Background: an optimization exercise with open tools, aiming at small area, a short achievable clock period and few clock cycles. Do not read the settings as production practice.
RTL that was checked went through simulation tests only; none was proved equivalent to the original.

old:
==> flow/design.v (excerpt) <==
module alu_core (
    input  logic               clk_i,
    input  logic               rst_n_i,
    input  apb_pkg::apb_addr_t paddr_i,
    input  logic               psel_i,
    input  logic               penable_i,
    input  logic               pwrite_i,
    input  alu_pkg::word_t     pwdata_i,
    output alu_pkg::word_t     prdata_o,
    output logic               pready_o,
    output logic               pslverr_o
);
Settings: LEC_CHECK=0, CAP_MARGIN=20, CORE_MARGIN=2, CORE_UTILIZATION=40, PLACE_DENSITY=0.6, SLEW_MARGIN=20; clock period 20.0 ns.
run.sh (not shown) runs the stock make flow with config.mk's settings and CLKGATE_MAP_FILE= SYNTH_SCRIPT=/design/flow/synth_recipe.tcl, a recipe that flattens the netlist after the stock synthesis.
Testbench counts of old, summed over its fixed seeds: cycles 153,676.
The inputs of new differ from those of old as listed below.
-- flow/design.v --
<<< old, line 65
    localparam int K     = 4;           
    localparam int NSTEP = 32 / K;
    localparam int CW    = 3;             
    logic [31:0] opa_q, opb_q, result_q, hi_q, lo_q;
    logic [4:0]  cmd_q;
>>> new, line 65
    localparam int K     = 4;           
    localparam int NSTEP = 32 / K;
    localparam int CW    = $clog2(NSTEP);
    logic [31:0] opa_q, opb_q, result_q, hi_q, lo_q;
    logic [4:0]  cmd_q;
<<< old, line 78
    logic          mlow_q;     
    logic          sgn_q;
    logic          mm_q, ml_q, ms_q;    
    wire       setup   = psel_i & ~penable_i;
    wire [2:0] ix      = paddr_i[4:2];
>>> new, line 78
    logic          mlow_q;     
    logic          sgn_q;
    logic [32:0]   acc_q;
    wire       setup   = psel_i & ~penable_i;
    wire [2:0] ix      = paddr_i[4:2];
<<< old, line 112
        for (int i = 0; i < 32; i++) sh_out[i] = sh_left ? sh_r[31 - i] : sh_r[i];
    end
    wire          m_start = launch & mm_q;
    wire          m_run   = (cnt_q != '0) | m_start;
    wire          m_first = (cnt_q == '0);
    wire          m_sgn   = m_first ? ms_q : sgn_q;
    wire          m_low   = m_first ? ml_q : mlow_q;
    wire          m_last  = (cnt_q == CW'(NSTEP - 1));
    wire [CW-1:0] m_idx   = m_low ? ~cnt_q : cnt_q;
    wire [K-1:0]  m_d     = opb_q[m_idx*K +: K];
    wire [32:0]   m_a     = {m_sgn & opa_q[31], opa_q};
    wire          m_neg   = m_last & m_sgn & ~m_low;    
    localparam int W = K + 33;
    wire [W-1:0]  m_acc   = m_first ? '0 :
                            m_low   ? W'({result_q[31-K:0], {K{1'b0}}}) :
                                      {{(K+1){m_sgn & hi_q[31]}}, hi_q};
    logic [W-1:0] m_sum;
    always_comb begin
        m_sum = m_acc;
        for (int i = 0; i < K; i++) begin
            if (i == K - 1)
                m_sum = m_sum + ((((W'({{(W-33){m_a[32]}}, m_a})) ^ {W{m_neg}}) & {W{m_d[i]}}) << i)
                              + W'(m_neg & m_d[i] ? (1 << i) : 0);
            else
                m_sum = m_sum + (W'({{(W-33){m_a[32]}}, m_a} & {W{m_d[i]}}) << i);
        end
    end
    wire [31:0]   m_shift = {m_sum[K-1:0], lo_q[31:K]};
    wire [CW-1:0] cnt_d   = m_run ? (m_last ? '0 : cnt_q + 1'b1) : '0;
    logic [31:0] res_alu;
>>> new, line 112
        for (int i = 0; i < 32; i++) sh_out[i] = sh_left ? sh_r[31 - i] : sh_r[i];
    end
    wire          m_start = launch && ((cmd_q == 5'd15) || (cmd_q == 5'd16) || (cmd_q == 5'd17));
    wire          m_run   = (cnt_q != '0) | m_start;
    wire          m_sgn   = (cnt_q == '0) ? ((cmd_q == 5'd15) || (cmd_q == 5'd16)) : sgn_q;
    wire          m_low   = (cnt_q == '0) ? (cmd_q == 5'd15) : mlow_q;
    wire          m_last  = (cnt_q == CW'(NSTEP - 1));
    wire [K-1:0]  m_d     = opb_q[cnt_q*K +: K];
    wire signed [32:0]  m_a   = {m_sgn & opa_q[31], opa_q};
    wire signed [K:0]   m_dx  = {m_last & m_sgn & m_d[K-1], m_d};
    wire signed [32:0]  m_acc = (cnt_q == '0) ? 33'sd0 : $signed(acc_q);
    wire signed [K+33:0] m_sum = (K+34)'(m_acc) + (K+34)'(m_a * m_dx);
    wire [31:0]   m_shl   = m_low ? result_q : lo_q;
    wire [31:0]   m_shift = {m_sum[K-1:0], m_shl[31:K]};
    wire [CW-1:0] cnt_d   = m_run ? (m_last ? '0 : cnt_q + 1'b1) : '0;
    logic [31:0] res_alu;
<<< old, line 169
        if (launch && (cmd_q == 5'd21)) lo_d = opa_q;
        if (m_run) begin
            if (m_low) res_d = m_sum[31:0];
            else begin
                lo_d = m_shift;
                hi_d = m_sum[K+31:K];
            end
        end
>>> new, line 155
        if (launch && (cmd_q == 5'd21)) lo_d = opa_q;
        if (m_run) begin
            if (m_low) res_d = m_shift;
            else begin
                lo_d = m_shift;
                if (m_last) hi_d = m_sum[K+31:K];
            end
        end
<<< old, line 193
    always_ff @(posedge clk_i) begin
        prdata_q <= rd_mux;
        if (setup) begin
            mm_q <= (pwdata_i[4:0] == 5'd15) || (pwdata_i[4:0] == 5'd16) || (pwdata_i[4:0] == 5'd17);
            ml_q <= (pwdata_i[4:0] == 5'd15);
            ms_q <= (pwdata_i[4:0] == 5'd15) || (pwdata_i[4:0] == 5'd16);
        end
    end
    always_ff @(posedge clk_i or negedge rst_n_i) begin
>>> new, line 179
    always_ff @(posedge clk_i) begin
        prdata_q <= rd_mux;
        if (m_run) acc_q <= m_sum[K+32:K];
    end
    always_ff @(posedge clk_i or negedge rst_n_i) begin
<<< old, line 243
            cnt_q <= cnt_d;
            if (m_start) begin
                mlow_q <= ml_q;
                sgn_q  <= ms_q;
            end
        end
>>> new, line 225
            cnt_q <= cnt_d;
            if (m_start) begin
                mlow_q <= (cmd_q == 5'd15);
                sgn_q  <= (cmd_q == 5'd15) || (cmd_q == 5'd16);
            end
        end
Notes after the runs:
Going from old to new, first-pass GRT wire length went up by 11000 um; synthesized cell count went up by 58; actual transition at the worst max-transition pin went up by 110 ps; cell count along the critical path went down by 1; fraction of layout instances using a drive strength above 1 went down by 2.1 points.
Diff old -> new | routed wire length | increase of 9.4%
From old to new the numbers moved as follows: global-route usage now larger, sequential cell count increased by about 14% relative to the old numbers.
Against old as the reference, new delivers a lower portion of the layout cell area used by non-clock buffers.
Only the layout flow was run in new; the RTL was not checked for function there.

==> what the ideal ports hide <==
The results above use ideal ports. As a check the final layouts listed here were re-extracted and re-timed, cells and wires unchanged. Step 1: set_driving_cell puts a clkbuf_16 on clk_i and a buf_2 on each other input, an assumption about the parent block. Step 2 also shifts input and output timing later by t, the mid clock arrival at the registers, as if the neighbouring blocks saw the same clock. a / b / c = ideal ports / drivers / drivers and shift; a / b = the first two.
| run | t, ns | setup slack, ns | worst hold slack (ns) | worst register clock-pin slew, ns | worst data-port slew with drivers (ns) |
|---|---|---|---|---|---|
| old | 0.655 | 11.428 / 11.428 / 11.428 | 0.489 / 0.489 / 0.489 | 0.08 / 0.08 | 0.04 |
| new | 0.681 | 11.411 / 11.411 / 11.411 | 0.512 / 0.512 / 0.512 | 0.07 / 0.07 | 0.07 |
After both steps every run listed still meets setup and hold.
